This is an optimization exercise on Yosys and OpenROAD, whose aim is a short achievable clock period and few clock cycles per item, not a production implementation.
Where RTL was checked, it was by simulation tests only, not by an equivalence proof against the original.
Only the layout flow was run in runs 2 to 5; the RTL was not checked for function there.
Power figures rest on the tool's default switching activity, not on a simulated workload.

**design/flow/run.sh**
```bash
#!/bin/bash
# synth_recipe.tcl (not shown) runs the flow's synth.tcl, then flattens the netlist and writes it again
# the make line also repeats each setting of config.mk as NAME=value (left out here)
make -C /OpenROAD-flow-scripts/flow DESIGN_CONFIG=/design/flow/config.mk WORK_HOME=/design/flow/orfs CLKGATE_MAP_FILE= SYNTH_SCRIPT=/design/flow/synth_recipe.tcl finish
```
**design/flow/config.mk**
```make
export PLATFORM = sky130hd
export DESIGN_NAME = data_cache
export DESIGN_NICKNAME = data_cache
export VERILOG_FILES = /design/flow/design.v
export SDC_FILE = /design/flow/constraint.sdc
export NUM_CORES = 4
export LEC_CHECK = 0
export CAP_MARGIN = 20
export CORE_MARGIN = 2
export CORE_UTILIZATION = 40
export SLEW_MARGIN = 20
```
**design/flow/constraint.sdc**
```tcl
create_clock -name core_clock -period 6.5 [get_ports {clk}]
set_input_delay 1.3000 -clock core_clock [delete_from_list [all_inputs] [get_ports {clk}]]
set_output_delay 1.3000 -clock core_clock [all_outputs]
set_load 0.01 [all_outputs]
```
**design/flow/design.v**
```verilog
module data_cache #(
   parameter int unsigned LINES = 16,
   parameter int unsigned WORDS = 4
) (
   input  logic        clk,
   input  logic        reset,
   input  logic        MemWrite,
   input  logic        MemRead,
   input  logic [31:0] addr,
   input  logic [31:0] wdata,
   output logic [31:0] rdata,
   output logic        memstall,
   output logic        mem_req,
   output logic        mem_we,
   output logic [31:0] mem_addr,
   output logic [31:0] mem_wdata,
   input  logic [31:0] mem_rdata,
   input  logic        mem_ack
);
   localparam int unsigned IW = $clog2(LINES);
   localparam int unsigned TW = 28 - IW;
   localparam logic [1:0]  LAST_WORD = 2'(WORDS - 1);
   typedef enum logic [1:0] {
      IDLE,
      REFILL,
      WRITE,
      DONE
   } state_t;
   state_t             state_q, state_d;
   logic [1:0]         cnt_q, cnt_d;
   logic [LINES-1:0]   valid_q, valid_d;
   logic [TW-1:0]      tag_mem  [LINES];
   logic [31:0]        data_mem [LINES][WORDS];
   logic [IW-1:0]      idx;
   logic [TW-1:0]      tag;
   logic [1:0]         off;
   logic               hit;
   logic               data_we;
   logic [1:0]         data_word;
   logic [31:0]        data_wval;
   logic               tag_we;
   logic [1:0]         unused_addr_lsbs;
   assign idx = addr[3+IW:4];
   assign tag = addr[31:4+IW];
   assign off = addr[3:2];
   assign hit = valid_q[idx] && (tag_mem[idx] == tag);
   assign unused_addr_lsbs = addr[1:0];
   always_comb begin
      state_d   = state_q;
      cnt_d     = cnt_q;
      valid_d   = valid_q;
      data_we   = 1'b0;
      data_word = '0;
      data_wval = '0;
      tag_we    = 1'b0;
      rdata     = '0;
      memstall  = 1'b0;
      mem_req   = 1'b0;
      mem_we    = 1'b0;
      mem_addr  = '0;
      mem_wdata = '0;
      if (reset) begin
         unique case (state_q)
            IDLE: begin
               if (MemWrite) begin
                  memstall = 1'b1;
                  state_d  = WRITE;
               end else if (MemRead) begin
                  if (hit) begin
                     rdata = data_mem[idx][off];
                  end else begin
                     memstall     = 1'b1;
                     state_d      = REFILL;
                     cnt_d        = '0;
                     valid_d[idx] = 1'b0;
                  end
               end
            end
            REFILL: begin
               memstall = 1'b1;
               mem_req  = 1'b1;
               mem_addr = {addr[31:4], cnt_q, 2'b00};
               if (mem_ack) begin
                  data_we   = 1'b1;
                  data_word = cnt_q;
                  data_wval = mem_rdata;
                  cnt_d     = cnt_q + 2'd1;
                  if (cnt_q == LAST_WORD) begin
                     tag_we       = 1'b1;
                     valid_d[idx] = 1'b1;
                     cnt_d        = '0;
                     state_d      = IDLE;
                  end
               end
            end
            WRITE: begin
               memstall  = 1'b1;
               mem_req   = 1'b1;
               mem_we    = 1'b1;
               mem_addr  = {addr[31:2], 2'b00};
               mem_wdata = wdata;
               if (mem_ack) begin
                  if (hit) begin
                     data_we   = 1'b1;
                     data_word = off;
                     data_wval = wdata;
                  end
                  state_d = DONE;
               end
            end
            DONE: begin
               state_d = IDLE;
            end
            default: begin
               state_d = IDLE;
            end
         endcase
      end
   end
   always_ff @(posedge clk or negedge reset) begin
      if (!reset) begin
         state_q <= IDLE;
         cnt_q   <= '0;
         valid_q <= '0;
      end else begin
         state_q <= state_d;
         cnt_q   <= cnt_d;
         valid_q <= valid_d;
      end
   end
   always_ff @(posedge clk) begin
      if (data_we) begin
         data_mem[idx][data_word] <= data_wval;
      end
      if (tag_we) begin
         tag_mem[idx] <= tag;
      end
   end
endmodule
```
==> results of run 1 <==
==> Yosys cell counts (34+ instances only) <==
cell                       instances  area, sq um
sky130_fd_sc_hd__buf_1            53        198.9
sky130_fd_sc_hd__mux2i_1         113         1131
sky130_fd_sc_hd__and3_1           41        256.5
sky130_fd_sc_hd__mux2_2           37        416.7
sky130_fd_sc_hd__edfxtp_1       2432        73030
sky130_fd_sc_hd__nor2b_1          39        244.0
sky130_fd_sc_hd__nand2_1          52        195.2
sky130_fd_sc_hd__nor4_1           34        212.7
sky130_fd_sc_hd__nor2_1           77        289.0
sky130_fd_sc_hd__mux4_2          739        16640
sky130_fd_sc_hd__clkbuf_1        132        495.5
sky130_fd_sc_hd__and2_1           34        212.7
==> layer usage <==
layer | share of wire [%] | vias to the layer above
met5 | 0.011 | -
met4 | 2.3 | 4
met3 | 6.7 | 343
met2 | 50 | 1653
met1 | 41 | 25443
li1 | - | 18719
==> state kept, by name (all words and copies together) (netlist names), named ones only <==
| name | flops |
|---|---|
| data_mem | 2048 |
| tag_mem | 384 |
| cnt_q | 2 |
| state_q | 2 |
==> per-stage QoR <==
stage / hold slack (ns) / instances
floorplan: 0.4751 / 4109
global placement: 0.4858 / 7550
detailed placement: 0.4947 / 7550
CTS: 0.5038 / 7997
global route: 0.5202 / 7998
finish: 0.5070 / 8007
==> cell type report <==
class,count,area (sq um)
clock inverters,163,1859
fillers,19462,126400
multi-input cells,1408,22560
diodes,9,22.52
inverters,20,85.08
well taps,3185,3985
clock buffers,284,6157
repair buffers,486,5446
flip-flops and latches,2452,73530
==> cells by family (layout without fill, tap and decap cells) <==
family | count (synthesis) | in the layout | share of synthesized area (%)
AND/OR/NAND/NOR | 337 | 337 | 1.991
adder cells (fa/ha/maj) | 12 | 12 | 0.1559
other | 1 | 11 | 0.003893
AO/OA/AOI/OAI | 137 | 137 | 1.115
multiplexers | 889 | 889 | 18.89
buffers and inverters | 249 | 953 | 1.230
XOR/XNOR | 31 | 31 | 0.2819
flip-flops | 2452 | 2452 | 76.34
==> power breakdown <==
part	total [uW]	switching [uW]	internal, uW
registers	17800	37.6	17700
clock network	14000	6020	8020
logic	2880	1760	1130
==> timing repair <==
action                                  CTS  global route
pin swaps                                 0             1
gates resized for setup                   1             7
endpoints found under the setup margin   29            32
setup buffers                             0             1
==> worst max-delay path by stage <==
stage / cells past startpoint / end / from / slack [ns]
floorplan: 10 / data_mem[0][0] / addr[4] / -0.96
global placement: 12 / rdata[14] / addr[5] / 0.03
detailed placement: 12 / rdata[17] / addr[5] / -0.05
CTS: 14 / rdata[17] / addr[5] / 0.08
global route: 15 / rdata[17] / addr[5] / -0.002
finish: 14 / rdata[18] / addr[5] / 0.19
==> critical path: cells and delay by family <==
kind / cells / cell delay [ns]
xor+xnor: 1 / 0.37
simple gates: 5 / 1.22
buf+inv: 5 / 1.44
compound gates: 3 / 0.56
==> qor.txt, run 1 <==
final setup skew = 0.07784 ns
hold path depth = 1
Relative slew margins = 30.98%
share of the clock period used by the worst path = 97.08%
Final Slew Violations = 0
router iterations before antenna repair = 5
relative area change from synthesis to final layout = 17.98%
maximum number of pins on one net before global-route repair = 72
NumNets Final = 4718
post-route DRC violation count = 0
Finish-stage setup viols = 0
Starting Density = 40.12%
number of synthesized flops with an enable pin = 2432
overall die area = 244800 sq um
CP max stage cell = sky130_fd_sc_hd__clkdlybuf4s50_1
clock net sink count = 2452
post-DR vias/cell = 5.765
total wire length = 249600 um
Overflow after GRT = 0
ordered cell list for the critical path = buf_8 > buf_16 > buf_4 > or2_2 > o221ai_1 > o22ai_1 > xnor2_1 > and3_1 > o211ai_1 > nor3_1 > nand4_1 > buf_12 > nor2b_1 > clkdlybuf4s50_1
critical register-to-register path startpoint = tag_mem[13][1]
max-cap violation count = 0
Post-DP HPWL = 145100 um
TritonCTS clock tree = done
VDD IR max = 0.2482 mV
leakage component of the power = 0.03662 uW
post-synthesis instance area = 96320 sq um
mean instance size in the synthesized netlist = 23.45 sq um
met3 usage = 3.102%
buffer cell driving the clock tree root = sky130_fd_sc_hd__clkbuf_16
clock edge transition at the registers on the reported setup and hold paths = 0.06 ns
final hold violation count = 0
final-layout setup total negative slack = 0 ns
maximum frequency from static timing analysis = 0.1585 GHz
buffer levels on the longest clock path = 3
final antenna-violating net count = 0
Cell Rows = 180
TritonCTS buffer count = 237
cells on worst reg2reg path = 12
Finished Core Util = 47.34%
Post-CTS Hold Fix Bufs = 0
slack of the worst reg-to-reg path = 1.81 ns
Detailed Route Iter0 Violations = 4806
class of the tightest hold or removal check = reg -> reg
Seq/Total Area, Yosys = 76.34%
Synth Flop Type = sky130_fd_sc_hd__edfxtp_1
floorplan die height = 494.7 um
vias in the first global route = 47225
CP Launch Type = primary input
global routing usage on met2 = 34.09%
Critical Path RT = 5.20 ns
post-route standard cell area excluding fillers = 113600 sq um
placeable core region = 240100 sq um
Synth warnings = 1
number of antenna violations at the first check in global routing = 8
status = no timing/DRC/antenna violations
GRT met1 Usage = 28.30%
boundary pin count = 200
final critical-path setup slack = 0.1898 ns
CP arrival = 5.01 ns
worst r2r dst = data_mem[45][10]
most frequent standard cell in the layout excluding fill and tap cells = sky130_fd_sc_hd__edfxtp_1
highest net fanout along the worst path = 37
max incr delay on CP = 0.56 ns
sort of element at the end of the critical path = primary output
minimum setup slack after placement = -0.04607 ns
DR vias = 46162
gate count of the mapped netlist = 4108
highest-count cells in the layout ignoring fill and taps = sky130_fd_sc_hd__edfxtp_1 (2432), sky130_fd_sc_hd__mux4_2 (739), sky130_fd_sc_hd__clkbuf_16 (237), sky130_fd_sc_hd__buf_4 (189), sky130_fd_sc_hd__clkdlybuf4s50_1 (188)
aggregate global-route resource usage = 20.38%
drt wl/cell = 31.17 um
count of cell types in the netlist = 72
PwrDens = 305.4 nW/um^2
type of the worst setup path = in -> out
number of synthesized register bits = 2452
Async SR Flop Fraction = 0.8157%
layout cell share with drive strength beyond 1 = 32.62%
maximum level of the CTS H-tree = 4
clock latency at the later pin of the worst-skew pair = 0.90 ns
area of placed instances = 105600 sq um
crit path time final = 6.310 ns
busiest layer in global routing = met2
Total Power Consumption = 34700 uW
horizontal extent of the die = 494.7 um
slew at the pin closest to its max-slew limit = 1.032 ns
placer's final routability congestion estimate = 0.7960
first-pass GRT wire length = 354400 um
count of buffers inserted at the top-level ports = 195
Testbench counts, summed over its fixed seeds: cycles 130,302, accesses 20,000.
==> inputs of run 2 (changes only) <==
==> design/flow/design.v (replaced) <==
module data_cache (
   input  logic        clk,
   input  logic        reset,
   input  logic        MemWrite,
   input  logic        MemRead,
   input  logic [31:0] addr,
   input  logic [31:0] wdata,
   output logic [31:0] rdata,
   output logic        memstall,
   output logic        mem_req,
   output logic        mem_we,
   output logic [31:0] mem_addr,
   output logic [31:0] mem_wdata,
   input  logic [31:0] mem_rdata,
   input  logic        mem_ack
);
   logic        s_idle_q, s_ref_q, s_wr_q, s_ret_q;
   logic        first_q;    
   logic        last_q;     
   logic        sh_q;       
   logic [1:0]  ma_lo_q;
   logic        mem_req_q;
   logic [31:0] rdata_q;
   logic [31:0] wd_q;
   logic [63:0] wsel_q;     
   logic [15:0] valid_q;
   logic [23:0] tag_mem  [16];
   logic [31:0] data_mem [64];
   logic [3:0]  idx;
   logic [1:0]  off;
   logic [23:0] tag;
   logic        hit;
   logic        start_wr;
   logic        wr_go;
   logic [31:0] wr_val;
   logic [1:0]  unused_addr_lsbs;
   assign idx = addr[7:4];
   assign off = addr[3:2];
   assign tag = addr[31:8];
   assign hit = valid_q[idx] && (tag_mem[idx] == tag);
   assign unused_addr_lsbs = addr[1:0];
   assign start_wr  = s_idle_q && MemWrite && reset;
   assign rdata     = rdata_q;
   assign memstall  = !(s_ret_q || ((s_wr_q || (s_ref_q && last_q)) && mem_ack));
   assign mem_req   = mem_req_q || start_wr;
   assign mem_we    = !s_ref_q;
   assign mem_addr  = {addr[31:4], s_ref_q ? ma_lo_q : off, 2'b00};
   assign mem_wdata = wdata;
   always_ff @(posedge clk or negedge reset) begin
      if (!reset) begin
         s_idle_q  <= 1'b1;
         s_ref_q   <= 1'b0;
         s_wr_q    <= 1'b0;
         s_ret_q   <= 1'b0;
         mem_req_q <= 1'b0;
         valid_q   <= '0;
      end else begin
         if (s_idle_q) begin
            if (MemWrite) begin
               s_idle_q  <= 1'b0;
               s_wr_q    <= 1'b1;
               mem_req_q <= 1'b1;
            end else if (MemRead) begin
               s_idle_q <= 1'b0;
               if (hit) begin
                  s_ret_q <= 1'b1;
               end else begin
                  s_ref_q   <= 1'b1;
                  mem_req_q <= 1'b1;
               end
            end
         end
         if (s_ref_q && first_q) valid_q[idx] <= 1'b0;
         if (s_ref_q && mem_ack && last_q) begin
            s_ref_q      <= 1'b0;
            s_idle_q     <= 1'b1;
            mem_req_q    <= 1'b0;
            valid_q[idx] <= 1'b1;
         end
         if (s_wr_q && mem_ack) begin
            s_wr_q    <= 1'b0;
            s_idle_q  <= 1'b1;
            mem_req_q <= 1'b0;
         end
         if (s_ret_q) begin
            s_ret_q  <= 1'b0;
            s_idle_q <= 1'b1;
         end
      end
   end
   assign wr_go  = (s_ref_q && mem_ack) || sh_q;
   assign wr_val = s_ref_q ? mem_rdata : wd_q;
   always_ff @(posedge clk) begin
      sh_q <= 1'b0;
      if (s_idle_q) begin
         rdata_q <= data_mem[{idx, off}];
         wd_q    <= wdata;
         ma_lo_q <= off;
         wsel_q  <= 64'd1 << {idx, off};
         first_q <= 1'b1;
         last_q  <= 1'b0;
         sh_q    <= MemWrite && hit;
      end
      if (s_ref_q && first_q) tag_mem[idx] <= tag;
      if (s_ref_q && mem_ack) begin
         if (first_q) rdata_q <= mem_rdata;
         ma_lo_q <= ma_lo_q + 2'd1;
         for (int l = 0; l < 16; l++) wsel_q[4*l +: 4] <= {wsel_q[4*l +: 3], wsel_q[4*l + 3]};
         first_q <= 1'b0;
         last_q  <= (ma_lo_q + 2'd2 == off);
      end
      for (int k = 0; k < 64; k++) begin
         if (wr_go && wsel_q[k]) data_mem[k] <= wr_val;
      end
   end
endmodule
--- a/design/flow/config.mk
+++ b/design/flow/config.mk
@@ -5,7 +5,10 @@
 export SDC_FILE = /design/flow/constraint.sdc
 export NUM_CORES = 4
 export LEC_CHECK = 0
+export ABC_CLOCK_PERIOD_IN_PS = 2000
 export CAP_MARGIN = 20
 export CORE_MARGIN = 2
-export CORE_UTILIZATION = 40
+export CORE_UTILIZATION = 55
+export SETUP_SLACK_MARGIN = 4.0
 export SLEW_MARGIN = 20
+export TNS_END_PERCENT = 10
==> run 2 against run 1 <==
Largest power group unchanged; critical path depth fell by 10; worst setup slack improved by 2.9 ns; still clean; via count rose by 41%; count of clock-buffer cells in the layout rose by 70; total power rose by 34%.
==> qor.txt, run 2 <==
type of the worst setup path = in -> out (unchanged)
final antenna-violating net count = 0 (unchanged)
sequential power share = 50.2% (was 51.2%)
Total Power Consumption = 46450 uW (was 34700 uW)
Overflow after GRT = 0 (unchanged)
gate count of the mapped netlist = 5398 (was 4108)
highest net fanout along the worst path = 16 (was 37)
floorplan die height = 422.8 um (was 494.7 um)
status = no timing/DRC/antenna violations (unchanged)
Synth Flop Type = sky130_fd_sc_hd__edfxtp_1 (unchanged)
VDD IR max = 0.2657 mV (was 0.2482 mV)
number of fill cells = 10895 (was 19462)
mean instance size in the synthesized netlist = 17.87 sq um (was 23.45 sq um)
placer's final routability congestion estimate = 0.8649 (was 0.7960)
Seq/Total Area, Yosys = 80.03% (was 76.34%)
Post-DP HPWL = 206800 um (was 145100 um)
relative area change from synthesis to final layout = 25.94% (was 17.98%)
vias in the first global route = 58700 (was 47225)
post-DR vias/cell = 7.352 (was 5.765)
post-synthesis instance area = 96480 sq um (was 96320 sq um)
switch share = 28.32% (was 22.53%)
number of antenna violations at the first check in global routing = 21 (was 8)
area fraction of the dominant cell type after synthesis = 78.78% (was 75.82%)
clock edge transition at the registers on the reported setup and hold paths = 0.06 ns (about the same)
ordered cell list for the critical path = buf_6 > buf_8 > mux2_4 > buf_6 (was buf_8 > buf_16 > buf_4 > or2_2 > o221ai_1 > o22ai_1 > xnor2_1 > and3_1 > o211ai_1 > nor3_1 > nand4_1 > buf_12 > nor2b_1 > clkdlybuf4s50_1)
Cell Rows = 153 (was 180)
flip-flop count of the largest register, all copies and words added = 2048 (unchanged)
placeable core region = 174000 sq um (was 240100 sq um)
Finish-stage setup viols = 0 (unchanged)
Worst Path Buf+Inv = 3 (was 5)
boundary pin count = 200 (unchanged)
TritonCTS buffer count = 283 (was 237)
buffer cell driving the clock tree root = sky130_fd_sc_hd__clkbuf_16 (unchanged)
largest registers in the final layout = data_mem: 2048 flops, tag_mem: 384 flops, wsel_q: 64 flops (was data_mem: 2048 flops, tag_mem: 384 flops)
total wire length = 404900 um (was 249600 um)
sort of element at the end of the critical path = primary output (unchanged)
CP arrival = 2.10 ns (was 5.01 ns)
buffer levels on the longest clock path = 4 (was 3)
NumNets Final = 6427 (was 4718)
P_int = 33300 uW (was 26880 uW)
DR vias = 65200 (was 46162)
class of the tightest hold or removal check = in -> async (was reg -> reg)
highest-count cells in the layout ignoring fill and taps = sky130_fd_sc_hd__edfxtp_1 (2531), sky130_fd_sc_hd__a22oi_1 (809), sky130_fd_sc_hd__buf_4 (477), sky130_fd_sc_hd__nand2_1 (297), sky130_fd_sc_hd__clkbuf_16 (296) (was sky130_fd_sc_hd__edfxtp_1 (2432), sky130_fd_sc_hd__mux4_2 (739), sky130_fd_sc_hd__clkbuf_16 (237), sky130_fd_sc_hd__buf_4 (189), sky130_fd_sc_hd__clkdlybuf4s50_1 (188))
maximum frequency from static timing analysis = 0.2944 GHz (was 0.1585 GHz)
post-route DRC violation count = 0 (unchanged)
library cell appearing most often on the critical path = sky130_fd_sc_hd__buf_6
horizontal extent of the die = 422.8 um (was 494.7 um)
Async SR Flop Fraction = 0.8121% (was 0.8157%)
multi-input gate area in the final layout = 20910 sq um (was 22560 sq um)
PwrDens = 382.3 nW/um^2 (was 305.4 nW/um^2)
top cell type by total area after synthesis = sky130_fd_sc_hd__edfxtp_1 (unchanged)
maximum number of pins on one net before global-route repair = 70 (was 72)
most numerous cell in the Yosys netlist = sky130_fd_sc_hd__edfxtp_1 (unchanged)
TritonCTS clock tree = done (unchanged)
leakage component of the power = 0.04139 uW (was 0.03662 uW)
slew at the pin closest to its max-slew limit = 1.301 ns (was 1.032 ns)
kind of cell adding the most delay to the critical path = buffers and inverters (unchanged)
most frequent standard cell in the layout excluding fill and tap cells = sky130_fd_sc_hd__edfxtp_1 (unchanged)
final hold violation count = 0 (unchanged)
setup repair after global routing missed its margin = yes
final-layout setup total negative slack = 0 ns (unchanged)
Critical Path RT = 5.20 ns (about the same)
Post-CTS Hold Fix Bufs = 0 (unchanged)
aggregate global-route resource usage = 44.34% (was 20.38%)
maximum level of the CTS H-tree = 5 (was 4)
worst r2r dst = data_mem[58][13] (was data_mem[45][10])
worst hold-check slack = 0.3891 ns (was 0.5070 ns)
first-pass GRT wire length = 524900 um (was 354400 um)
max-cap violation count = 0 (unchanged)
slack of the worst reg-to-reg path = 3.33 ns (was 1.81 ns)
crit path time final = 3.396 ns (was 6.310 ns)
max incr delay on CP = 0.32 ns (was 0.56 ns)
power dissipated by switching net loads = 13160 uW (was 7819 uW)
Synth warnings = 2 (was 1)
part of the total power dissipated in the clock network = 32.7% (was 40.5%)
area taken by flip-flops and latches = 77260 sq um (was 73530 sq um)
final critical-path setup slack = 3.104 ns (was 0.1898 ns)
minimum setup slack after placement = 0.9652 ns (was -0.04607 ns)
Final Slew Violations = 0 (unchanged)
count of cell types in the netlist = 78 (was 72)
Area contributors post-synth = sky130_fd_sc_hd__edfxtp_1 (79%), sky130_fd_sc_hd__a22oi_1 (6.8%), sky130_fd_sc_hd__mux4_2 (2.0%) (was sky130_fd_sc_hd__edfxtp_1 (76%), sky130_fd_sc_hd__mux4_2 (17%), sky130_fd_sc_hd__mux2i_1 (1.2%))
clock net sink count = 2586 (was 2452)
overall die area = 178800 sq um (was 244800 sq um)
number of synthesized register bits = 2586 (was 2452)
cell types with the highest counts after synthesis = sky130_fd_sc_hd__edfxtp_1 (2531), sky130_fd_sc_hd__a22oi_1 (875), sky130_fd_sc_hd__nand2_1 (304) (was sky130_fd_sc_hd__edfxtp_1 (2432), sky130_fd_sc_hd__mux4_2 (739), sky130_fd_sc_hd__clkbuf_1 (132))
critical register-to-register path startpoint = s_ref_q (was tag_mem[13][1])
router iterations before antenna repair = 9 (was 5)
CP max stage cell = sky130_fd_sc_hd__mux2_4 (was sky130_fd_sc_hd__clkdlybuf4s50_1)
Most flops, register = data_mem (unchanged)
final setup skew = 0.04203 ns (was 0.07784 ns)
clock latency at the later pin of the worst-skew pair = 0.95 ns (was 0.90 ns)
Starting Density = 55.44% (was 40.12%)
drt wl/cell = 45.65 um (was 31.17 um)
CP Launch Type = primary input (unchanged)
Gate power share = 17.0% (was 8.3%)
count of buffers inserted at the top-level ports = 195 (unchanged)
layout cell share with drive strength beyond 1 = 29.77% (was 32.62%)
cells on worst reg2reg path = 8 (was 12)
number of synthesized flops with an enable pin = 2531 (was 2432)
Relative slew margins = 13.24% (was 30.98%)
share of the clock period used by the worst path = 52.25% (was 97.08%)
Detailed Route Iter0 Violations = 14792 (was 4806)
-- run 2: power groups by stage --
stage / clock (uW) / sequential, uW / combinational, uW
after global routing: 15800 / 23500 / 7820
after CTS: 15100 / 23300 / 7170
after detailed placement: 0 / 23600 / 6420
final: 15200 / 23300 / 7910
after global placement: 0 / 23600 / 6270
after floorplan: 0 / 23500 / 2710
-- run 2: stage by stage --
step | std cells | instance area [sq um] | util, %
detailed placement | 7813 | 103400 | 59.42
floorplan | 5399 | 97620 | -
CTS | 8724 | 119300 | 68.57
global placement | 7803 | 103200 | 59.29
global route | 8843 | 121400 | 69.79
finish | 8868 | 121500 | 69.82
-- run 2: area by class of cell --
class | count | share of cell area [%]
inverters | 16 | 0.07826
repair inverters | 1 | 0.007208
clock buffers | 354 | 6.153
multi-input cells | 2444 | 17.21
flip-flops and latches | 2586 | 63.59
clock inverters | 126 | 0.8156
diodes | 27 | 0.05561
well taps | 2325 | 2.394
repair buffers | 989 | 9.699
-- run 2: worst register-to-register path: cells and delay by family, from the launching register on --
family                 cells  cell delay, ns
buffers and inverters      5            1.44
and+or+nand+nor            3            0.74
DFF                        1            0.46
-- run 2: cells by family (layout without fill, tap and decap cells) --
logic type,after synthesis,after routing,share of synthesized area (%)
flops,2586,2586,80.03
mux,180,180,3.053
compound gates,1191,1191,9.187
other cells,1,29,0.003887
simple gates,1026,1034,5.475
buf+inv,377,1486,1.896
fa+ha+maj,5,5,0.06484
xor+xnor,32,32,0.2905
-- run 2: how the worst max path moves through the flow --
| stage | from | endpoint | slack (ns) | depth (start not counted) |
|---|---|---|---|---|
| 3_5_place_dp | addr[5] | rdata_q[26] | 0.97 | 11 |
| 3_3_place_gp | addr[3] | rdata_q[7] | 1.00 | 11 |
| 5_1_grt | s_ref_q | memstall | 3.07 | 4 |
| 6_report | addr[3] | mem_addr[3] | 3.10 | 4 |
| 4_1_cts | s_ref_q | memstall | 3.05 | 4 |
| 2_1_floorplan | addr[4] | rdata_q[2] | 2.40 | 17 |
-- run 2: repair_timing --
| action | 4_1_cts | 5_1_grt |
|---|---|---|
| gates resized for setup | 1234 | 344 |
| pin swaps | 220 | 166 |
| cloned | 41 | 8 |
| endpoints found under the setup margin | 3895 | 2168 |
| setup buffers | 390 | 104 |
-- run 2: metal layers --
| metal | routed length, um | global-route usage, % | up-vias | share of wire, % |
|---|---|---|---|---|
| li1 | - | - | 24041 | - |
| met1 | 135500 | 59.36 | 32835 | 33 |
| met2 | 170800 | 62.86 | 6758 | 42 |
| met3 | 70360 | 17.32 | 1534 | 17 |
| met4 | 27770 | 23.57 | 32 | 6.9 |
| met5 | 376 | 0 | - | 0.093 |
==> inputs of run 3 (changes only) <==
==> design/flow/design.v (replaced) <==
module data_cache (
   input  logic        clk,
   input  logic        reset,
   input  logic        MemWrite,
   input  logic        MemRead,
   input  logic [31:0] addr,
   input  logic [31:0] wdata,
   output logic [31:0] rdata,
   output logic        memstall,
   output logic        mem_req,
   output logic        mem_we,
   output logic [31:0] mem_addr,
   output logic [31:0] mem_wdata,
   input  logic [31:0] mem_rdata,
   input  logic        mem_ack
);
   logic        s_idle_q, s_ref_q, s_wr_q, s_ret_q;
   logic        ackret_q;   
   logic        mem_req_q;
   logic        mem_we_q;
   logic [1:0]  x_q;        
   logic        sh_q;       
   logic [31:0] rdata_q;
   logic [31:0] wd_q;
   logic [63:0] wsel_q;     
   logic [15:0] valid_q;
   logic [23:0] tag_mem  [16];
   logic [31:0] data_mem [16][4];
   logic [3:0]  idx;
   logic [1:0]  off;
   logic [23:0] tag;
   logic        hit;
   logic [31:0] line_word [16];
   logic [31:0] quad_word [4];
   logic [31:0] rd_word;
   logic        wr_go;
   logic [31:0] wr_val;
   logic [1:0]  unused_addr_lsbs;
   assign idx = addr[7:4];
   assign off = addr[3:2];
   assign tag = addr[31:8];
   assign hit = valid_q[idx] && (tag_mem[idx] == tag);
   assign unused_addr_lsbs = addr[1:0];
   always_comb begin
      for (int i = 0; i < 16; i++) line_word[i] = data_mem[i][off];
      for (int j = 0; j < 4; j++) quad_word[j] = line_word[{j[1:0], idx[1:0]}];
      rd_word = quad_word[idx[3:2]];
   end
   assign rdata     = rdata_q;
   assign memstall  = !(s_ret_q || (ackret_q && mem_ack));
   assign mem_req   = mem_req_q || (s_idle_q && MemWrite && reset);
   assign mem_we    = mem_we_q;
   assign mem_addr  = {addr[31:4], off ^ x_q, 2'b00};
   assign mem_wdata = wdata;
   always_ff @(posedge clk or negedge reset) begin
      if (!reset) begin
         s_idle_q  <= 1'b1;
         s_ref_q   <= 1'b0;
         s_wr_q    <= 1'b0;
         s_ret_q   <= 1'b0;
         ackret_q  <= 1'b0;
         mem_req_q <= 1'b0;
         mem_we_q  <= 1'b1;
         x_q       <= 2'd0;
         valid_q   <= '0;
      end else begin
         if (s_idle_q) begin
            if (MemWrite) begin
               s_idle_q  <= 1'b0;
               s_wr_q    <= 1'b1;
               ackret_q  <= 1'b1;
               mem_req_q <= 1'b1;
            end else if (MemRead) begin
               s_idle_q <= 1'b0;
               if (hit) begin
                  s_ret_q <= 1'b1;
               end else begin
                  s_ref_q   <= 1'b1;
                  mem_req_q <= 1'b1;
                  mem_we_q  <= 1'b0;
               end
            end
         end
         if (s_ref_q && x_q == 2'd0) valid_q[idx] <= 1'b0;
         if (s_ref_q && mem_ack) begin
            x_q      <= {x_q[0], ~x_q[1]};
            ackret_q <= (x_q == 2'd3);
            if (x_q == 2'd2) begin
               s_ref_q      <= 1'b0;
               s_idle_q     <= 1'b1;
               mem_req_q    <= 1'b0;
               mem_we_q     <= 1'b1;
               valid_q[idx] <= 1'b1;
            end
         end
         if (s_wr_q && mem_ack) begin
            s_wr_q    <= 1'b0;
            s_idle_q  <= 1'b1;
            ackret_q  <= 1'b0;
            mem_req_q <= 1'b0;
         end
         if (s_ret_q) begin
            s_ret_q  <= 1'b0;
            s_idle_q <= 1'b1;
         end
      end
   end
   assign wr_go  = (s_ref_q && mem_ack) || sh_q;
   assign wr_val = s_ref_q ? mem_rdata : wd_q;
   always_ff @(posedge clk) begin
      sh_q <= 1'b0;
      if (s_idle_q) begin
         rdata_q <= rd_word;
         wd_q    <= wdata;
         wsel_q  <= 64'd1 << {idx, off};
         sh_q    <= MemWrite && hit;
      end
      if (s_ref_q && x_q == 2'd0) tag_mem[idx] <= tag;
      if (s_ref_q && mem_ack) begin
         if (x_q == 2'd0) rdata_q <= mem_rdata;
         for (int l = 0; l < 16; l++) begin
            for (int w = 0; w < 4; w++) begin
               wsel_q[4*l + w] <= wsel_q[4*l + (w ^ {1'b0, ~x_q[1] ^ x_q[0]} ^ {x_q[0] ^ x_q[1], 1'b0})];
            end
         end
      end
      for (int i = 0; i < 16; i++) begin
         for (int w = 0; w < 4; w++) begin
            if (wr_go && wsel_q[4*i + w]) data_mem[i][w] <= wr_val;
         end
      end
   end
endmodule
--- a/design/flow/config.mk
+++ b/design/flow/config.mk
@@ -5,7 +5,7 @@
 export SDC_FILE = /design/flow/constraint.sdc
 export NUM_CORES = 4
 export LEC_CHECK = 0
-export ABC_CLOCK_PERIOD_IN_PS = 2000
+export ABC_CLOCK_PERIOD_IN_PS = 1500
 export CAP_MARGIN = 20
 export CORE_MARGIN = 2
 export CORE_UTILIZATION = 55
==> run 3 against run 2 <==
Critical endpoint is now rdata_q[7]; still clean; sequential share of layout area is 0.28 points lower; worst setup slack gained 0.010 ns; cell area increased by 0.39%; worst hold slack improved by 0.051 ns.
==> qor.txt, run 3 <==
status = no timing/DRC/antenna violations (unchanged)
number of synthesized flops with an enable pin = 2528 (was 2531)
layout cell share with drive strength beyond 1 = 34.97% (was 29.77%)
overall die area = 186900 sq um (was 178800 sq um)
PwrDens = 287.3 nW/um^2 (was 382.3 nW/um^2)
buffer levels on the longest clock path = 4 (unchanged)
final-layout setup total negative slack = 0 ns (unchanged)
cells on worst reg2reg path = 9 (was 8)
Overflow after GRT = 0 (unchanged)
P_int = 27690 uW (was 33300 uW)
largest registers in the final layout = data_mem: 2048 flops, tag_mem: 384 flops, wsel_q: 64 flops (unchanged)
count of buffers inserted at the top-level ports = 195 (unchanged)
setup repair after global routing missed its margin = yes (unchanged)
fraction of synthesized area in multiplexers = 15.48% (was 3.053%)
top cell type by total area after synthesis = sky130_fd_sc_hd__edfxtp_1 (unchanged)
Synth Flop Type = sky130_fd_sc_hd__edfxtp_1 (unchanged)
mean instance size in the synthesized netlist = 21.17 sq um (was 17.87 sq um)
Async SR Flop Fraction = 0.9667% (was 0.8121%)
Starting Density = 55.22% (was 55.44%)
leakage component of the power = 0.04069 uW (was 0.04139 uW)
max-cap violation count = 0 (unchanged)
number of antenna violations at the first check in global routing = 13 (was 21)
class of the tightest hold or removal check = in -> async (unchanged)
horizontal extent of the die = 432.3 um (was 422.8 um)
Post-CTS Hold Fix Bufs = 0 (unchanged)
kind of cell adding the most delay to the critical path = compound AO/OA/AOI/OAI gates (was buffers and inverters)
maximum number of pins on one net before global-route repair = 65 (was 70)
first-pass GRT wire length = 393800 um (was 524900 um)
library cell appearing most often on the critical path = sky130_fd_sc_hd__buf_16 (was sky130_fd_sc_hd__buf_6)
Seq/Total Area, Yosys = 76.53% (was 80.03%)
ordered cell list for the critical path = buf_16 > buf_16 > buf_12 > buf_16 > mux4_2 > a22o_4 > a21oi_4 > o21ai_4 > a222oi_1 > a211oi_1 > a21oi_1 > a21oi_1 (was buf_6 > buf_8 > mux2_4 > buf_6)
Synth warnings = 4 (was 2)
type of the worst setup path = in -> reg (was in -> out)
critical register-to-register path startpoint = data_mem[23][24] (was s_ref_q)
basic-gate share of the synthesized area counting and, or, nand and nor cells = 1.818% (was 5.475%)
Relative slew margins = 20.84% (was 13.24%)
CP Launch Type = primary input (unchanged)
worst hold-check slack = 0.4405 ns (was 0.3891 ns)
area taken by flip-flops and latches = 77220 sq um (was 77260 sq um)
CP max stage cell = sky130_fd_sc_hd__a222oi_1 (was sky130_fd_sc_hd__mux2_4)
adder and majority gate portion of the synthesized area = 0.1116% (was 0.06484%)
TritonCTS clock tree = done (unchanged)
buffer cell driving the clock tree root = sky130_fd_sc_hd__clkbuf_16 (unchanged)
vias in the first global route = 51602 (was 58700)
Worst Path Buf+Inv = 4 (was 3)
slew at the pin closest to its max-slew limit = 1.184 ns (was 1.301 ns)
highest-count cells in the layout ignoring fill and taps = sky130_fd_sc_hd__edfxtp_1 (2528), sky130_fd_sc_hd__mux4_2 (602), sky130_fd_sc_hd__buf_4 (362), sky130_fd_sc_hd__clkbuf_16 (296), sky130_fd_sc_hd__nand2_1 (156) (was sky130_fd_sc_hd__edfxtp_1 (2531), sky130_fd_sc_hd__a22oi_1 (809), sky130_fd_sc_hd__buf_4 (477), sky130_fd_sc_hd__nand2_1 (297), sky130_fd_sc_hd__clkbuf_16 (296))
final hold violation count = 0 (unchanged)
most numerous cell in the Yosys netlist = sky130_fd_sc_hd__edfxtp_1 (unchanged)
clock latency at the later pin of the worst-skew pair = 0.94 ns (was 0.95 ns)
boundary pin count = 200 (unchanged)
clock net sink count = 2586 (unchanged)
aggregate global-route resource usage = 30.43% (was 44.34%)
Most flops, register = data_mem (unchanged)
most frequent standard cell in the layout excluding fill and tap cells = sky130_fd_sc_hd__edfxtp_1 (unchanged)
number of synthesized register bits = 2586 (unchanged)
TritonCTS buffer count = 284 (was 283)
xor-xnor portion of the synthesized cell area = 0.3560% (was 0.2905%)
power dissipated by switching net loads = 7359 uW (was 13160 uW)
placeable core region = 182700 sq um (was 174000 sq um)
Gate power share = 6.0% (was 17.0%)
placer's final routability congestion estimate = 0.8595 (was 0.8649)
switch share = 21.00% (was 28.32%)
Critical Path RT = 7.27 ns (was 5.20 ns)
count of cell types in the netlist = 58 (was 78)
post-synthesis instance area = 100900 sq um (was 96480 sq um)
CP arrival = 4.15 ns (was 2.10 ns)
path length in cells of the critical path = 12 (was 4)
Post-DP HPWL = 147600 um (was 206800 um)
max incr delay on CP = 0.99 ns (was 0.32 ns)
share of the clock period used by the worst path = 52.09% (was 52.25%)
maximum frequency from static timing analysis = 0.2953 GHz (was 0.2944 GHz)
post-route standard cell area excluding fillers = 122000 sq um (was 121500 sq um)
highest net fanout along the worst path = 11 (was 16)
NumNets Final = 5589 (was 6427)
worst r2r dst = rdata_q[24] (was data_mem[58][13])
compound-gate portion of the synthesized area = 3.874% (was 9.187%)
slack of the worst reg-to-reg path = 3.47 ns (was 3.33 ns)
VDD IR max = 0.3199 mV (was 0.2657 mV)
area of placed instances = 107100 sq um (was 103400 sq um)
floorplan die height = 432.3 um (was 422.8 um)
number of fill cells = 11897 (was 10895)
Final Slew Violations = 0 (unchanged)
clock edge transition at the registers on the reported setup and hold paths = 0.06 ns (about the same)
final antenna-violating net count = 0 (unchanged)
Finish-stage setup viols = 0 (unchanged)
sequential power share = 51.6% (was 50.2%)
drt wl/cell = 35.40 um (was 45.65 um)
sort of element at the end of the critical path = register (was primary output)
post-route DRC violation count = 0 (unchanged)
crit path time final = 3.386 ns (was 3.396 ns)
flip-flop count of the largest register, all copies and words added = 2048 (unchanged)
DR vias = 53043 (was 65200)
Area contributors post-synth = sky130_fd_sc_hd__edfxtp_1 (75%), sky130_fd_sc_hd__mux4_2 (13%), sky130_fd_sc_hd__mux2i_1 (1.5%) (was sky130_fd_sc_hd__edfxtp_1 (79%), sky130_fd_sc_hd__a22oi_1 (6.8%), sky130_fd_sc_hd__mux4_2 (2.0%))
main combinational cell family by area after synthesis = multiplexers (was compound AO/OA/AOI/OAI gates)
Finished Core Util = 66.77% (was 69.82%)
area fraction of the dominant cell type after synthesis = 75.25% (was 78.78%)
router iterations before antenna repair = 8 (was 9)
final setup skew = 0.03870 ns (was 0.04203 ns)
gate count of the mapped netlist = 4764 (was 5398)
multi-input gate area in the final layout = 23890 sq um (was 20910 sq um)
cell types with the highest counts after synthesis = sky130_fd_sc_hd__edfxtp_1 (2528), sky130_fd_sc_hd__mux4_2 (601), sky130_fd_sc_hd__nand2_1 (166) (was sky130_fd_sc_hd__edfxtp_1 (2531), sky130_fd_sc_hd__a22oi_1 (875), sky130_fd_sc_hd__nand2_1 (304))
post-DR vias/cell = 6.588 (was 7.352)
Detailed Route Iter0 Violations = 7144 (was 14792)
Cell Rows = 157 (was 153)
maximum level of the CTS H-tree = 5 (unchanged)
part of the total power dissipated in the clock network = 42.4% (was 32.7%)
total wire length = 285000 um (was 404900 um)
relative area change from synthesis to final layout = 20.92% (was 25.94%)
## run 3: per-layer routing
metal	GRT usage [%]	part of all wire, %	wire (um)	vias up
met2	46.42	47	133100	2733
met4	8.672	2.8	8028	12
met5	0	0.022	64	-
met1	45.18	41	116400	28502
met3	6.299	9.6	27470	401
li1	-	-	-	21395
## run 3: final cells by class
cell class                 count  area share (%)
timing repair buffer         755           7.743
clock buffer                 353           6.142
clock inverter               119          0.7108
antenna                        2        0.004103
tap                         2385           2.446
inverter                      16         0.06359
sequential                  2586           63.30
multi-input combinational   1836           19.59
## run 3: cell families (layout without fill, tap and decap cells)
| family | count (synthesis) | after routing |
|---|---|---|
| AO/OA/AOI/OAI | 582 | 582 |
| XOR/XNOR | 41 | 41 |
| adder cells (fa/ha/maj) | 9 | 9 |
| buffers and inverters | 362 | 1243 |
| flip-flops | 2586 | 2586 |
| multiplexers | 795 | 795 |
| other | 1 | 4 |
| AND/OR/NAND/NOR | 388 | 407 |
## run 3: stage by stage
step,total power [uW],instances,worst slack [ns]
after floorplan,19350,4765,2.734
after global placement,20020,7255,1.348
after detailed placement,20020,7258,1.350
after CTS,35140,7954,3.254
after global routing,35970,8050,3.123
final,35050,8052,3.114
## run 3: worst register-to-register path, delay by kind of cell, from the launching register on
kind	cells	cell delay (ns)
DFF	1	0.35
AOI/OAI and AO/OA	7	1.86
buffers and inverters	1	0.20
muxes	1	0.48
## run 3: power groups by stage
stage,Sequential (uW),Combinational (uW),Clock (uW)
after floorplan,18400,911,0
after global placement,18400,1580,0
after detailed placement,18400,1590,0
after CTS,18100,2000,15100
after global routing,18100,2160,15700
final,18100,2090,14900
## run 3: how the worst max path moves through the flow
stage | startpoint | to | slack [ns]
after floorplan | addr[4] | tag_mem[0][0] | 2.73
after global placement | addr[4] | tag_mem[0][23] | 1.35
after detailed placement | addr[4] | tag_mem[0][23] | 1.35
after CTS | addr[2] | rdata_q[25] | 3.25
after global routing | addr[2] | rdata_q[25] | 3.12
final | addr[3] | rdata_q[7] | 3.11
## run 3: repair_timing
item	4_1_cts	5_1_grt
setup buffers	159	81
gates resized for setup	941	241
setup endpoints to repair	2665	2437
pin swaps	94	78
gates cloned	65	13
==> inputs of run 4 (changes only) <==
--- a/design/flow/config.mk
+++ b/design/flow/config.mk
@@ -9,6 +9,5 @@
 export CAP_MARGIN = 20
 export CORE_MARGIN = 2
 export CORE_UTILIZATION = 55
-export SETUP_SLACK_MARGIN = 4.0
+export SETUP_SLACK_MARGIN = 3.6
 export SLEW_MARGIN = 20
-export TNS_END_PERCENT = 10
==> run 4 against run 3 <==
Core utilization hardly changed; clock power hardly changed; clock skew is 0.0019 ns lower; total power hardly changed; die area stayed put; flip-flop and latch count stayed put; cell area hardly changed; critical endpoint is now rdata_q[14]; largest cell class unchanged.
==> qor.txt, run 4 <==
final antenna-violating net count = 0 (unchanged)
area fraction of the dominant cell type after synthesis = 75.25% (unchanged)
post-route standard cell area excluding fillers = 122000 sq um (about the same)
worst r2r dst = rdata_q[14] (was rdata_q[24])
clock latency at the later pin of the worst-skew pair = 0.92 ns (was 0.94 ns)
slack of the worst reg-to-reg path = 3.23 ns (was 3.47 ns)
final setup skew = 0.03681 ns (was 0.03870 ns)
post-DR vias/cell = 6.573 (was 6.588)
setup repair after global routing missed its margin = yes (unchanged)
overall die area = 186900 sq um (unchanged)
status = no timing/DRC/antenna violations (unchanged)
largest registers in the final layout = data_mem: 2048 flops, tag_mem: 384 flops, wsel_q: 64 flops (unchanged)
router iterations before antenna repair = 9 (was 8)
final-layout setup total negative slack = 0 ns (unchanged)
Finished Core Util = 66.76% (was 66.77%)
Detailed Route Iter0 Violations = 7154 (was 7144)
final critical-path setup slack = 2.854 ns (was 3.114 ns)
area of placed instances = 107200 sq um (was 107100 sq um)
sort of element at the end of the critical path = register (unchanged)
class of the tightest hold or removal check = in -> async (unchanged)
count of buffers inserted at the top-level ports = 195 (unchanged)
share of the clock period used by the worst path = 56.09% (was 52.09%)
Synth warnings = 4 (unchanged)
mean instance size in the synthesized netlist = 21.17 sq um (unchanged)
leakage component of the power = 0.04086 uW (was 0.04069 uW)
placer's final routability congestion estimate = 0.7993 (was 0.8595)
TritonCTS clock tree = done (unchanged)
minimum setup slack after placement = 1.171 ns (was 1.350 ns)
clock edge transition at the registers on the reported setup and hold paths = 0.06 ns (about the same)
crit path time final = 3.646 ns (was 3.386 ns)
destination of the critical timing path = rdata_q[14] (was rdata_q[7])
flip-flop count of the largest register, all copies and words added = 2048 (unchanged)
Seq/Total Area, Yosys = 76.53% (unchanged)
Total Power Consumption = 35060 uW (was 35050 uW)
highest-count cells in the layout ignoring fill and taps = sky130_fd_sc_hd__edfxtp_1 (2528), sky130_fd_sc_hd__mux4_2 (601), sky130_fd_sc_hd__buf_4 (408), sky130_fd_sc_hd__clkbuf_16 (300), sky130_fd_sc_hd__nand2_1 (153) (was sky130_fd_sc_hd__edfxtp_1 (2528), sky130_fd_sc_hd__mux4_2 (602), sky130_fd_sc_hd__buf_4 (362), sky130_fd_sc_hd__clkbuf_16 (296), sky130_fd_sc_hd__nand2_1 (156))
horizontal extent of the die = 432.3 um (unchanged)
floorplan die height = 432.3 um (unchanged)
Cell Rows = 157 (unchanged)
cell types with the highest counts after synthesis = sky130_fd_sc_hd__edfxtp_1 (2528), sky130_fd_sc_hd__mux4_2 (601), sky130_fd_sc_hd__nand2_1 (166) (unchanged)
NumNets Final = 5643 (was 5589)
CP Launch Type = primary input (unchanged)
slew at the pin closest to its max-slew limit = 1.197 ns (was 1.184 ns)
post-route DRC violation count = 0 (unchanged)
first-pass GRT wire length = 399000 um (was 393800 um)
drt wl/cell = 35.30 um (was 35.40 um)
Critical Path RT = 7.26 ns (was 7.27 ns)
most numerous cell in the Yosys netlist = sky130_fd_sc_hd__edfxtp_1 (unchanged)
gate count of the mapped netlist = 4764 (unchanged)
layout cell share with drive strength beyond 1 = 35.35% (was 34.97%)
number of synthesized register bits = 2586 (unchanged)
DR vias = 53348 (was 53043)
maximum level of the CTS H-tree = 5 (unchanged)
multi-input gate area in the final layout = 23980 sq um (was 23890 sq um)
cells on worst reg2reg path = 10 (was 9)
buffer cell driving the clock tree root = sky130_fd_sc_hd__clkbuf_16 (unchanged)
count of cell types in the netlist = 58 (unchanged)
total wire length = 286500 um (was 285000 um)
Starting Density = 55.22% (unchanged)
Finish-stage setup viols = 0 (unchanged)
Async SR Flop Fraction = 0.9667% (unchanged)
Synth Flop Type = sky130_fd_sc_hd__edfxtp_1 (unchanged)
aggregate global-route resource usage = 30.86% (was 30.43%)
Overflow after GRT = 0 (unchanged)
highest net fanout along the worst path = 11 (unchanged)
area taken by flip-flops and latches = 77200 sq um (was 77220 sq um)
origin of the worst setup path = addr[2] (was addr[3])
placeable core region = 182700 sq um (unchanged)
vias in the first global route = 51771 (was 51602)
relative area change from synthesis to final layout = 20.91% (was 20.92%)
maximum number of pins on one net before global-route repair = 69 (was 65)
most frequent standard cell in the layout excluding fill and tap cells = sky130_fd_sc_hd__edfxtp_1 (unchanged)
boundary pin count = 200 (unchanged)
Relative slew margins = 20.22% (was 20.84%)
Most flops, register = data_mem (unchanged)
buffer levels on the longest clock path = 4 (unchanged)
top cell type by total area after synthesis = sky130_fd_sc_hd__edfxtp_1 (unchanged)
maximum frequency from static timing analysis = 0.2743 GHz (was 0.2953 GHz)
TritonCTS buffer count = 288 (was 284)
number of antenna violations at the first check in global routing = 20 (was 13)
Post-CTS Hold Fix Bufs = 0 (unchanged)
clock net sink count = 2586 (unchanged)
Area contributors post-synth = sky130_fd_sc_hd__edfxtp_1 (75%), sky130_fd_sc_hd__mux4_2 (13%), sky130_fd_sc_hd__mux2i_1 (1.5%) (unchanged)
critical register-to-register path startpoint = data_mem[27][14] (was data_mem[23][24])
VDD IR max = 0.2698 mV (was 0.3199 mV)
number of fill cells = 11953 (was 11897)
Post-DP HPWL = 147600 um (about the same)
Final Slew Violations = 0 (unchanged)
final hold violation count = 0 (unchanged)
CP arrival = 4.40 ns (was 4.15 ns)
post-synthesis instance area = 100900 sq um (unchanged)
type of the worst setup path = in -> reg (unchanged)
PwrDens = 287.4 nW/um^2 (was 287.3 nW/um^2)
max-cap violation count = 0 (unchanged)
number of synthesized flops with an enable pin = 2528 (unchanged)
## run 4: changes by cell type in the layout (fill, tap and decap cells not counted), sizes merged
cell           before  now
diode               2    5
clkinv            101  103
nor2b             113  123
clkinvlp            2    1
buf               640  710
clkdlybuf4s50      56   33
inv                19   20
dlygate4sd2        15   20
bufinv             13   10
clkbuf            362  372
bufbuf             28   19
nor2               70   66
clkdlybuf4s15       7   10
## run 4: logic make-up after synthesis
kind of cell             share of synthesized area (%)
AO/OA/AOI/OAI                                    3.874
XOR/XNOR                                        0.3560
adder cells (fa/ha/maj)                         0.1116
buffers and inverters                            1.825
flip-flops                                       76.53
multiplexers                                     15.48
other                                         0.003717
AND/OR/NAND/NOR                                  1.818
## run 4: cell type report
type,count,area share [%]
multi-input combinational,1842,19.66
clock inverter,118,0.6360
tap,2385,2.447
inverter,16,0.05540
clock buffer,365,6.311
sequential,2586,63.30
antenna,5,0.01026
timing repair buffer,799,7.583
## run 4: layer usage
layer | share of wire [%] | track usage [%] | up-vias | wire length, um
met5 | 0.0094 | 0 | - | 27
met4 | 3.1 | 9.653 | 4 | 8942
met3 | 9.2 | 5.549 | 433 | 26410
met2 | 48 | 48.01 | 2775 | 136200
met1 | 40 | 45.14 | 28624 | 114900
li1 | - | - | 21512 | -
## run 4: worst max-delay path, cell delays in order
cell and delay (ns):
sky130_fd_sc_hd__buf_16 0.13, sky130_fd_sc_hd__buf_16 0.16, sky130_fd_sc_hd__buf_4 0.12, sky130_fd_sc_hd__mux4_2 0.49, sky130_fd_sc_hd__a22o_1 0.29, sky130_fd_sc_hd__a21oi_4 0.20, sky130_fd_sc_hd__o21ai_2 0.12, sky130_fd_sc_hd__a222oi_1 1.01
sky130_fd_sc_hd__a211oi_1 0.13, sky130_fd_sc_hd__buf_4 0.21, sky130_fd_sc_hd__a21oi_1 0.11, sky130_fd_sc_hd__a21oi_1 0.08
## run 4: worst min path at each step
| stage | from | end | slack [ns] | cells after the start |
|---|---|---|---|---|
| 4_1_cts | reset | s_wr_q | 0.44 | 2 |
| 3_3_place_gp | valid_q[5] | valid_q[5] | 0.47 | 1 |
| 5_1_grt | reset | s_wr_q | 0.42 | 2 |
| 2_1_floorplan | valid_q[0] | valid_q[0] | 0.45 | 2 |
| 3_5_place_dp | valid_q[3] | valid_q[3] | 0.48 | 1 |
| 6_report | reset | s_wr_q | 0.46 | 2 |
## run 4: stage by stage
| stage | cells | hold slack, ns |
|---|---|---|
| after floorplan | 4765 | 0.4529 |
| after global placement | 7263 | 0.4709 |
| after detailed placement | 7265 | 0.4808 |
| after CTS | 8051 | 0.4357 |
| after global routing | 8112 | 0.4177 |
| final | 8116 | 0.4602 |
## run 4: where the power goes
group	total, uW	switching, uW	internal, uW
clock	15000	6270	8700
sequential	18100	7.99	18100
combinational	2000	1060	939
total	35100	7340	27700
## run 4: repair_timing
| item | 4_1_cts | 5_1_grt |
|---|---|---|
| setup buffers | 238 | 56 |
| gates cloned | 65 | 2 |
| setup endpoints to repair | 2250 | 105 |
| resized for setup | 1060 | 123 |
| endpoints found under the hold margin | 0 | 0 |
| pin swaps | 95 | 96 |
==> inputs of run 5 (changes only) <==
--- a/design/flow/config.mk
+++ b/design/flow/config.mk
@@ -9,5 +9,5 @@
 export CAP_MARGIN = 20
 export CORE_MARGIN = 2
 export CORE_UTILIZATION = 55
-export SETUP_SLACK_MARGIN = 3.6
+export SETUP_SLACK_MARGIN = 3.45
 export SLEW_MARGIN = 20
==> run 5 against run 4 <==
Area after synthesis stayed put; global-route usage down 0.83 points; sequential power barely moved; critical endpoint is now rdata_q[21]; register-to-register slack worse by 0.12 ns; worst hold slack got worse by 0.030 ns; count of clock-buffer cells in the layout fell by 18; total power rose by 1.3%; largest power group unchanged; combinational power barely moved; highest routed layer unchanged; still clean; critical path depth is the same; sequential share of layout area grew 0.17 points; core utilization decreased by 0.18 points; via count shrank 1.2%.
==> qor.txt, run 5 <==
status = no timing/DRC/antenna violations (unchanged)
aggregate global-route resource usage = 30.03% (was 30.86%)
flip-flop count of the largest register, all copies and words added = 2048 (unchanged)
TritonCTS clock tree = done (unchanged)
TritonCTS buffer count = 283 (was 288)
Final Slew Violations = 0 (unchanged)
final antenna-violating net count = 0 (unchanged)
slack of the worst reg-to-reg path = 3.11 ns (was 3.23 ns)
VDD IR max = 0.2547 mV (was 0.2698 mV)
top cell type by total area after synthesis = sky130_fd_sc_hd__edfxtp_1 (unchanged)
switch share = 20.78% (was 20.94%)
total wire length = 281700 um (was 286500 um)
Relative slew margins = 13.94% (was 20.22%)
setup repair after global routing missed its margin = yes (unchanged)
maximum level of the CTS H-tree = 5 (unchanged)
clock net sink count = 2586 (unchanged)
Detailed Route Iter0 Violations = 7220 (was 7154)
drt wl/cell = 35.03 um (was 35.30 um)
mean instance size in the synthesized netlist = 21.17 sq um (unchanged)
Post-CTS Hold Fix Bufs = 0 (unchanged)
P_int = 28120 uW (was 27720 uW)
minimum setup slack after placement = 1.201 ns (was 1.171 ns)
power dissipated by switching net loads = 7376 uW (was 7341 uW)
Synth warnings = 4 (unchanged)
Gate power share = 5.7% (about the same)
Seq/Total Area, Yosys = 76.53% (unchanged)
Area contributors post-synth = sky130_fd_sc_hd__edfxtp_1 (75%), sky130_fd_sc_hd__mux4_2 (13%), sky130_fd_sc_hd__mux2i_1 (1.5%) (unchanged)
Critical Path RT = 7.28 ns (was 7.26 ns)
horizontal extent of the die = 432.3 um (unchanged)
part of the total power dissipated in the clock network = 43.4% (was 42.7%)
clock latency at the later pin of the worst-skew pair = 0.94 ns (was 0.92 ns)
crit path time final = 3.670 ns (was 3.646 ns)
relative area change from synthesis to final layout = 20.58% (was 20.91%)
post-synthesis instance area = 100900 sq um (unchanged)
final-layout setup total negative slack = 0 ns (unchanged)
Total Power Consumption = 35500 uW (was 35060 uW)
share of the clock period used by the worst path = 56.46% (was 56.09%)
post-route DRC violation count = 0 (unchanged)
final setup skew = 0.04457 ns (was 0.03681 ns)
Post-DP HPWL = 145200 um (was 147600 um)
Finished Core Util = 66.58% (was 66.76%)
Synth Flop Type = sky130_fd_sc_hd__edfxtp_1 (unchanged)
clock edge transition at the registers on the reported setup and hold paths = 0.06 ns (about the same)
boundary pin count = 200 (unchanged)
maximum number of pins on one net before global-route repair = 85 (was 69)
area fraction of the dominant cell type after synthesis = 75.25% (unchanged)
number of synthesized register bits = 2586 (unchanged)
cell types with the highest counts after synthesis = sky130_fd_sc_hd__edfxtp_1 (2528), sky130_fd_sc_hd__mux4_2 (601), sky130_fd_sc_hd__nand2_1 (166) (unchanged)
number of fill cells = 11971 (was 11953)
final critical-path setup slack = 2.830 ns (was 2.854 ns)
highest-count cells in the layout ignoring fill and taps = sky130_fd_sc_hd__edfxtp_1 (2528), sky130_fd_sc_hd__mux4_2 (602), sky130_fd_sc_hd__buf_4 (363), sky130_fd_sc_hd__clkbuf_16 (302), sky130_fd_sc_hd__nand2_1 (151) (was sky130_fd_sc_hd__edfxtp_1 (2528), sky130_fd_sc_hd__mux4_2 (601), sky130_fd_sc_hd__buf_4 (408), sky130_fd_sc_hd__clkbuf_16 (300), sky130_fd_sc_hd__nand2_1 (153))
CP Launch Type = primary input (unchanged)
Cell Rows = 157 (unchanged)
critical register-to-register path startpoint = s_ref_q (was data_mem[27][14])
count of buffers inserted at the top-level ports = 195 (unchanged)
NumNets Final = 5581 (was 5643)
Finish-stage setup viols = 0 (unchanged)
placeable core region = 182700 sq um (unchanged)
count of cell types in the netlist = 58 (unchanged)
type of the worst setup path = in -> reg (unchanged)
slew at the pin closest to its max-slew limit = 1.291 ns (was 1.197 ns)
most frequent standard cell in the layout excluding fill and tap cells = sky130_fd_sc_hd__edfxtp_1 (unchanged)
Async SR Flop Fraction = 0.9667% (unchanged)
sort of element at the end of the critical path = register (unchanged)
PwrDens = 291.8 nW/um^2 (was 287.4 nW/um^2)
leakage component of the power = 0.04061 uW (was 0.04086 uW)
class of the tightest hold or removal check = in -> async (unchanged)
CP arrival = 4.45 ns (was 4.40 ns)
floorplan die height = 432.3 um (unchanged)
origin of the worst setup path = addr[2] (unchanged)
Starting Density = 55.22% (unchanged)
vias in the first global route = 51110 (was 51771)
number of standard cells in the layout, taps in and fillers out = 8042 (was 8116)
DR vias = 52706 (was 53348)
count of placed standard cells including taps = 7232 (was 7265)
buffer cell driving the clock tree root = sky130_fd_sc_hd__clkbuf_16 (unchanged)
most numerous cell in the Yosys netlist = sky130_fd_sc_hd__edfxtp_1 (unchanged)
layout cell share with drive strength beyond 1 = 35.09% (was 35.35%)
first-pass GRT wire length = 389200 um (was 399000 um)
gate count of the mapped netlist = 4764 (unchanged)
overall die area = 186900 sq um (unchanged)
number of synthesized flops with an enable pin = 2528 (unchanged)
placer's final routability congestion estimate = 0.8347 (was 0.7993)
Overflow after GRT = 0 (unchanged)
Most flops, register = data_mem (unchanged)
maximum frequency from static timing analysis = 0.2725 GHz (was 0.2743 GHz)
post-DR vias/cell = 6.554 (was 6.573)
router iterations before antenna repair = 13 (was 9)
sequential power share = 50.9% (was 51.6%)
final hold violation count = 0 (unchanged)
max-cap violation count = 0 (unchanged)
largest registers in the final layout = data_mem: 2048 flops, tag_mem: 384 flops, wsel_q: 64 flops (unchanged)
buffer levels on the longest clock path = 4 (unchanged)
number of antenna violations at the first check in global routing = 14 (was 20)
highest net fanout along the worst path = 7 (was 11)
-- run 5: path summary, 6_finish.rpt --
path                                  end  depth (start not counted)
setup reg to reg           tag_mem[7][10]                          4
hold reg to reg               valid_q[14]                          1
max in group asynchronous      valid_q[6]                          2
min in group core_clock       valid_q[14]                          1
hold / removal                    s_ref_q                          2
setup / recovery              rdata_q[21]                         12
-- run 5: metrics by stage --
stage | area, sq um | hold WS [ns]
after detailed placement | 106900 | 0.4670
after global placement | 106900 | 0.4602
after floorplan | 102200 | 0.4409
final | 121600 | 0.4299
after CTS | 119600 | 0.3739
after global routing | 121600 | 0.3984
-- run 5: metal layers --
metal / GRT usage (%) / vias to the layer above / routed length, um
met5: 0 / - / 8
met4: 9.326 / 2 / 8922
met3: 5.439 / 424 / 26630
met2: 45.91 / 2726 / 132200
met1: 44.69 / 28185 / 114000
li1: - / 21369 / -
-- run 5: cell type report --
type | count | area, sq um | area share, %
clock inverter | 121 | 1194 | 0.9813
inverter | 16 | 67.56 | 0.05555
tap | 2385 | 2984 | 2.453
sequential | 2586 | 77200 | 63.47
clock buffer | 347 | 7492 | 6.159
timing repair buffer | 741 | 8499 | 6.988
antenna | 3 | 7.507 | 0.006172
multi-input combinational | 1843 | 24190 | 19.89
-- run 5: worst max-delay path, cell delays in order --
cell and delay (ns):
sky130_fd_sc_hd__buf_16 0.15, sky130_fd_sc_hd__buf_16 0.18, sky130_fd_sc_hd__buf_16 0.17, sky130_fd_sc_hd__buf_12 0.15, sky130_fd_sc_hd__mux4_2 0.53, sky130_fd_sc_hd__a21oi_4 0.18
sky130_fd_sc_hd__o21ai_1 0.10, sky130_fd_sc_hd__buf_4 0.18, sky130_fd_sc_hd__a222oi_1 1.05, sky130_fd_sc_hd__a211oi_2 0.17, sky130_fd_sc_hd__a21oi_1 0.18, sky130_fd_sc_hd__a21oi_1 0.08
-- run 5: what timing repair did --
item	4_1_cts	5_1_grt
gates resized for setup	839	188
setup endpoints to repair	1355	423
buffers inserted	152	109
pin swaps	105	124
gates cloned	64	10
-- run 5: kinds of logic after synthesis --
group	after synthesis	synth area share [%]
and+or+nand+nor	388	1.818
AOI/OAI and AO/OA	582	3.874
xor gates and xnor gates	41	0.3560
other	1	0.003717
buffers and inverters	362	1.825
muxes	795	15.48
adders and majority gates	9	0.1116
DFF	2586	76.53
-- run 5: power groups by stage --
stage / sequential (uW) / combinational (uW) / clock, uW
global route: 18100 / 2100 / 16200
detailed placement: 18400 / 1580 / 0
finish: 18100 / 2030 / 15400
floorplan: 18400 / 943 / 0
CTS: 18100 / 1880 / 15600
global placement: 18400 / 1570 / 0
==> inputs of run 6 (changes only) <==
--- a/design/flow/design.v
+++ b/design/flow/design.v
@@ -41,11 +41,16 @@
    assign tag = addr[31:8];
    assign hit = valid_q[idx] && (tag_mem[idx] == tag);
    assign unused_addr_lsbs = addr[1:0];
-   always_comb begin
-      for (int i = 0; i < 16; i++) line_word[i] = data_mem[i][off];
-      for (int j = 0; j < 4; j++) quad_word[j] = line_word[{j[1:0], idx[1:0]}];
-      rd_word = quad_word[idx[3:2]];
+   for (genvar i = 0; i < 16; i++) begin : g_line
+      dc_mux4 u_mux (.d0(data_mem[i][0]), .d1(data_mem[i][1]), .d2(data_mem[i][2]),
+                     .d3(data_mem[i][3]), .sel(off), .y(line_word[i]));
    end
+   for (genvar j = 0; j < 4; j++) begin : g_quad
+      dc_mux4 u_mux (.d0(line_word[4*j]), .d1(line_word[4*j+1]), .d2(line_word[4*j+2]),
+                     .d3(line_word[4*j+3]), .sel(idx[1:0]), .y(quad_word[j]));
+   end
+   dc_mux4 u_rd_mux (.d0(quad_word[0]), .d1(quad_word[1]), .d2(quad_word[2]),
+                     .d3(quad_word[3]), .sel(idx[3:2]), .y(rd_word));
    assign rdata     = rdata_q;
    assign memstall  = !(s_ret_q || (ackret_q && mem_ack));
    assign mem_req   = mem_req_q || (s_idle_q && MemWrite && reset);
@@ -131,3 +136,20 @@
       end
    end
 endmodule
+module dc_mux4 (
+   input  logic [31:0] d0,
+   input  logic [31:0] d1,
+   input  logic [31:0] d2,
+   input  logic [31:0] d3,
+   input  logic [1:0]  sel,
+   output logic [31:0] y
+);
+   always_comb begin
+      unique case (sel)
+         2'd0: y = d0;
+         2'd1: y = d1;
+         2'd2: y = d2;
+         default: y = d3;
+      endcase
+   end
+endmodule
--- a/design/flow/config.mk
+++ b/design/flow/config.mk
@@ -9,5 +9,6 @@
 export CAP_MARGIN = 20
 export CORE_MARGIN = 2
 export CORE_UTILIZATION = 55
-export SETUP_SLACK_MARGIN = 3.45
+export SETUP_SLACK_MARGIN = 3.5
 export SLEW_MARGIN = 20
+export SYNTH_HIERARCHICAL = 1
==> run 6 against run 5 <==
Still clean on timing, DRC and antenna; wire length is 0.17% higher; worst hold slack better by 0.047 ns; register-to-register slack better by 0.18 ns; global-route usage is 0.075 points higher; fmax is 8.6% higher; cell count is 4.8% lower; combinational power is 12% lower.
==> qor.txt, run 6 <==
slew at the pin closest to its max-slew limit = 1.084 ns (was 1.291 ns)
clock net sink count = 2586 (unchanged)
largest registers in the final layout = data_mem: 2048 flops, tag_mem: 384 flops, wsel_q: 64 flops (unchanged)
slack of the worst reg-to-reg path = 3.29 ns (was 3.11 ns)
PwrDens = 288.4 nW/um^2 (was 291.8 nW/um^2)
most numerous cell in the Yosys netlist = sky130_fd_sc_hd__edfxtp_1 (unchanged)
buffer cell driving the clock tree root = sky130_fd_sc_hd__clkbuf_16 (unchanged)
Relative slew margins = 27.70% (was 13.94%)
type of the worst setup path = in -> reg (unchanged)
library cell appearing most often on the critical path = sky130_fd_sc_hd__buf_12 (was sky130_fd_sc_hd__buf_16)
top cell type by total area after synthesis = sky130_fd_sc_hd__edfxtp_1 (unchanged)
number of synthesized register bits = 2586 (unchanged)
destination of the critical timing path = rdata_q[0] (was rdata_q[21])
Synth Flop Type = sky130_fd_sc_hd__edfxtp_1 (unchanged)
M1 wire length = 113400 um (was 114000 um)
count of buffers inserted at the top-level ports = 195 (unchanged)
Detailed Route Iter0 Violations = 6749 (was 7220)
worst r2r dst = s_wr_q (was tag_mem[7][10])
boundary pin count = 200 (unchanged)
flip-flop count of the largest register, all copies and words added = 2048 (unchanged)
Met3 Routed Length = 26370 um (was 26630 um)
critical register-to-register path startpoint = s_idle_q (was s_ref_q)
maximum level of the CTS H-tree = 5 (unchanged)
DR vias = 50102 (was 52706)
path length in cells of the critical path = 12 (unchanged)
Final Slew Violations = 0 (unchanged)
aggregate global-route resource usage = 30.11% (was 30.03%)
sort of element at the end of the critical path = register (unchanged)
mean instance size in the synthesized netlist = 23.76 sq um (was 21.17 sq um)
number of antenna violations at the first check in global routing = 23 (was 14)
status = no timing/DRC/antenna violations (unchanged)
Most flops, register = data_mem (unchanged)
first-pass GRT wire length = 388000 um (was 389200 um)
Post-DP HPWL = 146000 um (was 145200 um)
run 6: per-stage QoR:
stage	instance area, sq um	hold WS (ns)	std cells	setup WS, ns	util (%)
2_1_floorplan	102900	0.4340	4293	2.518	-
3_3_place_gp	106700	0.4674	6863	1.078	57.70
3_5_place_dp	106700	0.4650	6863	1.091	57.70
4_1_cts	119400	0.4236	7593	2.885	64.58
5_1_grt	120200	0.4521	7644	3.114	65.02
6_report	120200	0.4773	7654	3.120	65.03
run 6: worst min-delay path: stages:
cell,delay (ns)
sky130_fd_sc_hd__buf_2,0.13
sky130_fd_sc_hd__buf_12,0.11
sky130_fd_sc_hd__buf_4,0.20
run 6: where the power goes:
part           leakage, uW  switching (uW)  internal [uW]
combinational       0.0124             909            882
sequential          0.0232               0          18100
clock              0.00408            6200           8620
run 6: final cells by class:
class                   instances  area [sq um]
inverters                      13         78.83
clock inverters               104         700.7
clock buffers                 364          7639
repair buffers                677          8452
multi-input cells            1420         23000
flip-flops and latches       2586         77210
diodes                         10         25.02
well taps                    2480          3103
fillers                     12194         64640
run 6: cells by family (layout without fill, tap and decap cells):
logic type	count (synthesis)	in the layout	synth area share [%]
AOI/OAI and AO/OA	202	202	1.248
adders and majority gates	8	8	0.09817
buffers and inverters	300	1158	2.693
muxes	936	936	18.84
other	1	12	0.003678
DFF	2586	2586	75.71
xor gates and xnor gates	27	27	0.2319
and+or+nand+nor	232	245	1.171
run 6: how the worst min path moves through the flow:
stage,cells after the start,from,slack (ns),endpoint
2_1_floorplan,1,s_ret_q,0.43,s_ret_q
4_1_cts,3,reset,0.42,valid_q[2]
6_report,3,reset,0.48,valid_q[2]
3_5_place_dp,1,s_ret_q,0.47,s_ret_q
5_1_grt,2,reset,0.45,x_q[1]
3_3_place_gp,1,s_ret_q,0.47,s_ret_q
run 6: what timing repair did:
action / in CTS / in global routing
gates cloned: 72 / 10
pin swaps: 18 / 12
setup buffers: 190 / 40
setup endpoints to repair: 2277 / 226
resized for setup: 715 / 70
run 6: routing by layer:
| metal | global-route usage, % | vias to the layer above |
|---|---|---|
| met5 | 0 | - |
| li1 | - | 19808 |
| met1 | 43.98 | 27459 |
| met3 | 6.301 | 402 |
| met2 | 46.90 | 2423 |
| met4 | 8.117 | 10 |
run 6: Yosys stat by module, one instance, submodules excluded:
module / area [sq um] / times used / cells
data_cache: 84860 / 1 / 3473
dc_mux4: 814.5 / 21 / 39
Testbench counts of run 6, summed over its fixed seeds: cycles 119,935, accesses 20,000.

Re-timed with assumed drivers on the ports (clkbuf_16 on the clock, buf_2 on other inputs), run 6 has 2.884 ns of setup slack against 3.120 ns with ideal ports, and 1.891 ns once port delays also move by the mid clock arrival of 0.993 ns.
